Source: an optimization exercise on an open RTL-to-GDS flow (aim: small area). Production flows keep margins and buffers that such runs may drop.
Function was checked by simulation only, so behaviour that the tests miss may differ from the original.
No driver is modelled on the clock port, so clock power and skew are understated where the tree is cut down; a real chip needs a root buffer or a tree.
Power figures rest on the tool's default switching activity, not on a simulated workload.

==> flow/design.v (outline; a module is shown in full before it is edited, if it fits) <==
// module u8cw_decode: 47 lines
// module u8cw_width: 843 lines
// module utf8_codepoint_cell_width_core: 38 lines
module utf8_codepoint_cell_width_core (
   input  logic               clock,
   input  logic               reset,
   input  logic               req_valid,
   output logic               req_ready,
   input  logic [7:0]         req_in_byte,
   output logic               rsp_valid,
   input  logic               rsp_ready,
   output logic [20:0]        rsp_code_point,
   output logic [2:0]         rsp_byte_count,
   output logic [1:0]         rsp_cell_width
);
  // ...
==> flow/flow/run.sh <==
#!/bin/bash
# Own layout flow: the standard synthesis, then an area-only re-map of its
# combinational logic (registers untouched), then the standard layout steps
# with small port buffers and a small clock tree.
# Each tool writes its full output to a log file of its own in this folder.
set -euo pipefail
W=$(pwd)
F=$W/flow
R=$W/orfs/results/$FLOW_PLATFORM/utf8_codepoint_cell_width_core/base

# 1. standard synthesis, unchanged
bash standard.sh synth > $W/log_1_standard_synth.txt 2>&1
cp $R/1_2_yosys.v $W/std_1_2_yosys.v

# 2. re-map the combinational logic for area (registers kept as they are):
#    try a few ABC mapping scripts and keep the smallest netlist
export REMAP_LIB=$FLOW_HOME/platforms/$FLOW_PLATFORM/lib/sky130_fd_sc_hd__tt_025C_1v80.lib
export REMAP_IN=$W/std_1_2_yosys.v
export REMAP_MID=$W/remap_mid.v
export REMAP_DONT_USE=$(sed -n '/^export DONT_USE_CELLS/,/^[^ ]*$/p' \
   $FLOW_HOME/platforms/$FLOW_PLATFORM/config.mk | grep -o 'sky130_fd_sc_hd__[a-z0-9_]*' | tr '\n' ' ')
yosys -c $F/remap1.tcl > $W/log_2_remap1.txt 2>&1
best=""; best_area=""
for s in $F/map_*.abc; do
   n=$(basename $s .abc)
   export REMAP_SCRIPT=$s REMAP_OUT=$W/remap_$n.v REMAP_STAT=$W/remap_$n.stat.txt
   if yosys -c $F/remap2.tcl > $W/log_3_remap2_$n.txt 2>&1; then
      a=$(grep 'Chip area' $REMAP_STAT | awk '{print $NF}')
      echo "$n $a" >> $W/remap_areas.txt
      if [[ -z "$best" ]] || awk "BEGIN{exit !($a < $best_area)}"; then best=$n; best_area=$a; fi
   fi
done
echo "chosen $best $best_area" >> $W/remap_areas.txt
cp $W/remap_$best.v $R/1_2_yosys.v

# 3. the standard layout from the re-mapped netlist; ports get the smallest
#    buffer, and the clock tree uses small buffers and no dummy loads
export BUFFER_PORTS_ARGS="-buffer_cell sky130_fd_sc_hd__buf_1"
export CTS_ARGS="-sink_clustering_enable -repair_clock_nets -dont_use_dummy_load -root_buf sky130_fd_sc_hd__clkbuf_8 -buf_list sky130_fd_sc_hd__clkbuf_8"
bash standard.sh finish > $W/log_4_standard_layout.txt 2>&1
test -f $W/out/final.def
==> flow/flow/map_a.abc <==
strash
dch
map -a
topo
==> flow/flow/map_b.abc <==
strash
&get -n
&dch
&nf -p -R 1000
&put
topo
==> flow/flow/map_c.abc <==
strash
&get -n
&nf -p -R 1000
&put
topo
==> flow/flow/map_d.abc <==
strash
amap
topo
==> flow/flow/map_e.abc <==
strash
dch
map -a
strash
dch
map -a
topo
==> flow/flow/map_f.abc <==
strash
dch
map -a
strash
dch
map -a
strash
dch
map -a
topo
==> flow/flow/map_g.abc <==
strash
dch
map -a
strash
dch
map -a
strash
dch
map -a
strash
dch
map -a
topo
==> flow/flow/map_h.abc <==
strash
dch
map -a
strash
&get -n
&dch
&nf -p -R 1000
&put
topo
==> flow/flow/map_i.abc <==
strash
dch
map -a
strash
dch
map -a
strash
&get -n
&dch
&nf -p -R 1000
&put
topo
==> flow/flow/map_j.abc <==
strash
&get -n
&dch
&nf -p -R 1000
&put
strash
dch
map -a
topo
==> flow/flow/map_k.abc <==
strash
dch -f
map -a
strash
dch -f
map -a
topo
==> flow/flow/remap1.tcl <==
# Stage 1 of the re-map: read the standard synthesis netlist with every
# sequential cell as a black box and every other cell as its logic function,
# flatten that logic into generic gates and write it out. The registers
# (instances, names and cell types) are left exactly as they are.
yosys -import
read_liberty -ignore_miss_func $::env(REMAP_LIB)
read_verilog $::env(REMAP_IN)
hierarchy -top $::env(FLOW_TOP)
blackbox {sky130_fd_sc_hd__*df*}
flatten
yosys rename -hide w:*.*
opt_clean -purge
write_verilog -noattr $::env(REMAP_MID)
==> flow/flow/remap2.tcl <==
# Stage 2 of the re-map: map the generic logic to cells with an area-only ABC
# script, then finish the netlist as the standard synthesis does (tie cells,
# buffers on pass-through wires, flat names).
yosys -import
read_liberty -lib $::env(REMAP_LIB)
read_verilog $::env(REMAP_MID)
hierarchy -top $::env(FLOW_TOP)
yosys rename -hide w:_*_
techmap
opt_clean -purge
set dont {}
foreach c $::env(REMAP_DONT_USE) { lappend dont -dont_use $c }
abc -liberty $::env(REMAP_LIB) {*}$dont -script $::env(REMAP_SCRIPT)
opt_clean -purge
splitnets
opt_clean -purge
hilomap -singleton -hicell sky130_fd_sc_hd__conb_1 HI -locell sky130_fd_sc_hd__conb_1 LO
insbuf -buf sky130_fd_sc_hd__buf_4 A X
opt_clean -purge
tee -o $::env(REMAP_STAT) stat -liberty $::env(REMAP_LIB)
check -assert -mapped
write_verilog -noattr -nohex -nodec $::env(REMAP_OUT)
==> flow/standard.sh <==
#!/bin/bash
# synth_recipe.tcl (not shown) runs the flow's synth.tcl, then flattens the netlist and writes it again
# the make line also repeats each setting of config.mk as NAME=value (left out here)
make -C /OpenROAD-flow-scripts/flow DESIGN_CONFIG=/design/flow/config.mk WORK_HOME=/design/flow/orfs CLKGATE_MAP_FILE= SYNTH_SCRIPT=/design/flow/synth_recipe.tcl "${@:-finish}"
==> flow/config.mk <==
export PLATFORM = sky130hd
export DESIGN_NAME = utf8_codepoint_cell_width_core
export DESIGN_NICKNAME = utf8_codepoint_cell_width_core
export VERILOG_FILES = /design/flow/design.v
export SDC_FILE = /design/flow/constraint.sdc
export NUM_CORES = 4
export LEC_CHECK = 0
export ABC_AREA = 1
export CAP_MARGIN = 10
export CORE_MARGIN = 2
export CORE_UTILIZATION = 25
export GPL_TIMING_DRIVEN = 0
export PLACE_DENSITY = 0.4
export SLEW_MARGIN = 10
==> flow/constraint.sdc <==
create_clock -name core_clock -period 10.0 [get_ports {clock}]
set_input_delay 2.0000 -clock core_clock [delete_from_list [all_inputs] [get_ports {clock}]]
set_output_delay 2.0000 -clock core_clock [all_outputs]
set_load 0.01 [all_outputs]
==> flow_summary.toml, run 1 <==
[run_status]
run_status = "complete, no violations"

[final_layout]
synthToLayoutAreaGrowth_pct = 12.7
layout.cells.most_common_list = "sky130_fd_sc_hd__nor2_1, sky130_fd_sc_hd__clkinv_1, sky130_fd_sc_hd__nand2_1"
multi_input_comb_cells = 447
fillers = 1468
area_share_clock_buf_inv = 0.0117
multi_input_area_share = 0.649
layout.nets = 601

[global_routing]
groute.usage.overall = 0.310
met3_resource_use_gr = 0.0717
grt.met2_usage = 0.460

[setup_path]
timing.critical_path.cells = "clkinv_1 -> nor2_1 -> clkinv_1 -> nor2_1 -> a21oi_1 -> a31oi_1 -> a31oi_1 -> a2111oi_0 -> o2111ai_1 -> o2111ai_1 -> nand3_1 -> o2111ai_1 -> o21ai_0 -> a211oi_1 -> o21ai_0 -> clkinv_1 -> buf_1"
worst-setup-path-type = "register to output port"
timing.reg2reg.worst_path_depth = 2
timing.reg2reg.setup_slack_ns = 7.59
worst-path-max-fanout = 20

[timing]
final_setup_margin_ns = 1.44
maxClockFrequency_mhz = 117

[floorplanning]
fp-row-count = 40
tapCellCount = 168
floorplan.die_area_mm2 = 0.0134
start_util = 0.258

[hold_path]
min_delay_path_depth = 2

[logic_synthesis]
synth_area_per_cell_um2 = 5.74

[clocking]
worst_setup_hold_path_clk_slew_ns = 0.10
clockRootBuffer = "sky130_fd_sc_hd__clkbuf_8"

[pwr]
sequentialPower_mw = 0.145
==> run 2: changes to the inputs <==
--- a/flow/flow/run.sh
+++ b/flow/flow/run.sh
@@ -37,5 +37,6 @@
 #    buffer, and the clock tree uses small buffers and no dummy loads
 export BUFFER_PORTS_ARGS="-buffer_cell sky130_fd_sc_hd__buf_1"
 export CTS_ARGS="-sink_clustering_enable -repair_clock_nets -dont_use_dummy_load -root_buf sky130_fd_sc_hd__clkbuf_8 -buf_list sky130_fd_sc_hd__clkbuf_8"
+export POST_CTS_TCL=$F/post_cts.tcl
 bash standard.sh finish > $W/log_4_standard_layout.txt 2>&1
 test -f $W/out/final.def
==> flow/flow/post_cts.tcl (new file) <==
# Collapse the clock tree to its root buffer: the design has only a couple
# dozen registers, which one strong clock buffer drives within the slew limit.
# Every leaf clock buffer that the root drives is removed and its sinks are
# moved onto the root buffer's output net.
set block [ord::get_db_block]
set clk_net [$block findNet clock]
set root ""
foreach it [$clk_net getITerms] {
   if {[$it isInputSignal] && [string match "sky130_fd_sc_hd__clkbuf_*" [[[$it getInst] getMaster] getName]]} {
      set root [$it getInst]
   }
}
if {$root ne ""} {
   set root_net [[$root findITerm X] getNet]
   set leaves {}
   foreach it [$root_net getITerms] {
      set inst [$it getInst]
      if {$inst ne $root && [$it isInputSignal] && [string match "sky130_fd_sc_hd__clkbuf_*" [[$inst getMaster] getName]]} {
         lappend leaves $inst
      }
   }
   foreach leaf $leaves {
      set out_net [[$leaf findITerm X] getNet]
      foreach it [$out_net getITerms] {
         if {[$it isInputSignal]} {
            $it disconnect
            $it connect $root_net
         }
      }
      puts "post_cts: removed leaf clock buffer [$leaf getName]"
      odb::dbInst_destroy $leaf
      odb::dbNet_destroy $out_net
   }
   # one buffer now drives every register: give it the strength for that
   set strong [[ord::get_db] findMaster sky130_fd_sc_hd__clkbuf_16]
   $root swapMaster $strong
   puts "post_cts: root clock buffer [$root getName] is now [$strong getName]"
   detailed_placement
   estimate_parasitics -placement
   report_check_types -max_slew -max_capacitance -violators
}
==> run 2 against run 1 <==
Effect of this change:
- register-to-register slack worse by 0.02 ns
- power is 2.9% lower
- critical path type unchanged
- area after synthesis stayed put
- fmax is 0.52% higher
- critical endpoint unchanged
==> flow_summary.toml, run 2 <==
[placed_design]
placement.cell_area_mm2 = 0.00348
portBuffers = 39
gp_congestion = 1.07
dp.final_hpwl_mm = 15.3

[setup_path]
timing.reg2reg.worst_path_depth = 2
worst-setup-path-type = "register to output port"
worst-path-max-fanout = 20
start_kind = "register"
critical_path.max_stage_delay_ns = 1.00
timing.critical_path.cells = "clkinv_1 -> nor2_1 -> clkinv_1 -> nor2_1 -> a21oi_1 -> a31oi_1 -> a31oi_1 -> a2111oi_0 -> o2111ai_1 -> o2111ai_1 -> nand3_1 -> o2111ai_1 -> o21ai_0 -> a211oi_1 -> o21ai_0 -> clkinv_1 -> buf_1"
crit_reg_reg_endpoint = "u_decode.part_ff[5]"
r2r_start = "u_decode.part_ff[5]"
critPathArrivalTime_ns = 6.51
cp_data_required_time_ns = 8.00
cp-end-kind = "output port"
timing.reg2reg.setup_slack_ns = 7.57
critical-path-slowest-cell = "sky130_fd_sc_hd__clkinv_1"

[global_routing]
groute.usage.overall = 0.318
met3_resource_use_gr = 0.0737
antenna_found_initial = 0
grt.met2_usage = 0.469
via_count_of_the_first_global_routing_pass = 4591
grt_start_max_net_pins = 27
first_pass_grt_wire_length_mm = 30.3
gr-total-overflow = 0
grt.busiest_layer = "met2"
globalRouteMet1Util = 0.426

[floorplanning]
fp-row-count = 40
i_o_pin_count = 40
die_width_um = 116
start_util = 0.258
core-area_mm2 = 0.0121
die-height_um = 116
floorplan.die_area_mm2 = 0.0134

[routing]
post_drt_via_cell_ratio = 6.51
post_drt_wl_per_cell_um = 27.6
drt_first_iter_violations = 802
antenna_left = 0
finalWirelength_mm = 20.8
via_count = 4905
detail_route.drc_violations = 0
drt-pass1-iter-count = 9

[pwr]
combinational_power_share = 0.573
power.switching_mw = 0.253
power.internal_mw = 0.198
p_per_area_mw_per_mm2 = 129
switching_share_of_power = 0.561
standby_leakage_power_nw = 1.04
power_frac_clock = 0.106
vdd_ir_drop_max_uv = 62.8
power_frac_seq = 0.321

[timing]
rsz0062_at_grt = "false"
maxClockFrequency_mhz = 117
setup_tns_ns = 0
hold_violations = 0
slew_violations = 0
timing.slew.headroom = 0.259
min_period_over_period = 0.851
worst-slew-pin-transition_ns = 1.11
finalSetupViolations = 0
skew_ns = 0.00445
finalWorstPathRequiredPeriod_ns = 8.51

[final_layout]
layout.cell_area.non_filler_mm2 = 0.00351
layout.nets = 599
synthToLayoutAreaGrowth_pct = 12.2
layout.cells.most_common_list = "sky130_fd_sc_hd__nor2_1, sky130_fd_sc_hd__clkinv_1, sky130_fd_sc_hd__nand2_1"
drive_gt1_frac = 0.00855
mostFrequentLayoutCell = "sky130_fd_sc_hd__nor2_1"
num_antenna_cells = 0

[logic_synthesis]
synth_cells = 545
synth.yosys.warnings = 2
synth_fp_nets = 557
synth.cell_area_mm2 = 0.00313
synth_area_per_cell_um2 = 5.74

[clocking]
worst_setup_hold_path_clk_slew_ns = 0.11
clock_latency_ns = 0.17
clock_sink_count = 26

[hold_path]
hold-path-endpoint = "u_decode.part_ff[16]"
hold_path.startpoint = "u_decode.part_ff[16]"
worst_hold_path_type = "register to register"
min_delay_path_depth = 2

[run_status]
run_status = "complete, no violations"

[job]
max_cap_viol_count = 0
==> run 2: metal layers <==
layer  vias up  share of wire
met5         -              0
met4         0          0.079
met3       110           0.13
met2       439           0.41
met1      2250           0.38
li1       2106              -
==> run 2: layout make-up <==
cell class              instances  area [um^2]
fillers                      1471         8600
multi-input cells             447         2290
flip-flops and latches         26          571
inverters                      72          270
well taps                     168          210
repair buffers                 39          146
clock buffers                   1         25.0
==> run 2: critical path, delay by kind of cell (launching register included) <==
kind                   cells  cell delay, ns
buffers and inverters      4            1.68
DFF                        1            0.93
and+or+nand+nor            3            1.52
AOI/OAI and AO/OA         10            2.18
==> run 2: how the worst max path moves through the flow <==
stage / slack [ns] / end / cells past startpoint / start
final: 1.49 / rsp_cell_width[1] / 17 / u_decode.part_ff[5]
after global routing: 1.43 / rsp_cell_width[1] / 17 / u_decode.part_ff[5]
after detailed placement: 2.19 / rsp_cell_width[1] / 17 / u_decode.part_ff[5]
after global placement: 1.82 / rsp_cell_width[1] / 17 / u_decode.part_ff[5]
after floorplan: 4.24 / rsp_cell_width[1] / 15 / u_decode.part_ff[4]
==> run 2: stage by stage <==
stage                     worst slack (ns)  hold WS (ns)  instances   util  total power, mW
final                                 1.49         0.522        753  0.290            0.452
after global routing                  1.43         0.545        753  0.290            0.471
after detailed placement              2.19         0.504        752  0.288            0.387
after global placement                1.82         0.503        752  0.288            0.403
after floorplan                       4.24         0.476        545      -            0.282
==> run 2: power groups by stage <==
stage | sequential (mW) | clock, mW | combinational (mW)
2_1_floorplan | 0.133 | 0 | 0.148
3_3_place_gp | 0.146 | 0 | 0.256
3_5_place_dp | 0.144 | 0 | 0.243
5_1_grt | 0.144 | 0.0542 | 0.272
6_report | 0.145 | 0.0479 | 0.259

## separate check: timing with driven ports
Ports are ideal in the flow. The routed layouts listed here were re-timed in OpenROAD.
Step 1 sets driving cells, clkbuf_16 on the clock port and buf_2 on the other inputs (assumed; they add their load-dependent delay and slew).
Step 2 adds t to the input delays and takes it off the output delays; t is the mean of the earliest and latest rising clock arrival at the registers after step 1. Input paths then give back, and output paths get back, about the clock's delay inside the block.
a / b / c = ideal ports / drivers / drivers and shift; a / b = the first two.
run | t (ns) | slack for setup (ns) | worst register clock-pin slew, ns
run 1 | 0.301 | 1.441 / 1.409 / 1.711 | 0.10 / 0.10
run 2 | 0.203 | 1.485 / 1.449 / 1.652 | 0.11 / 0.11
After both steps every run listed still meets setup and hold.
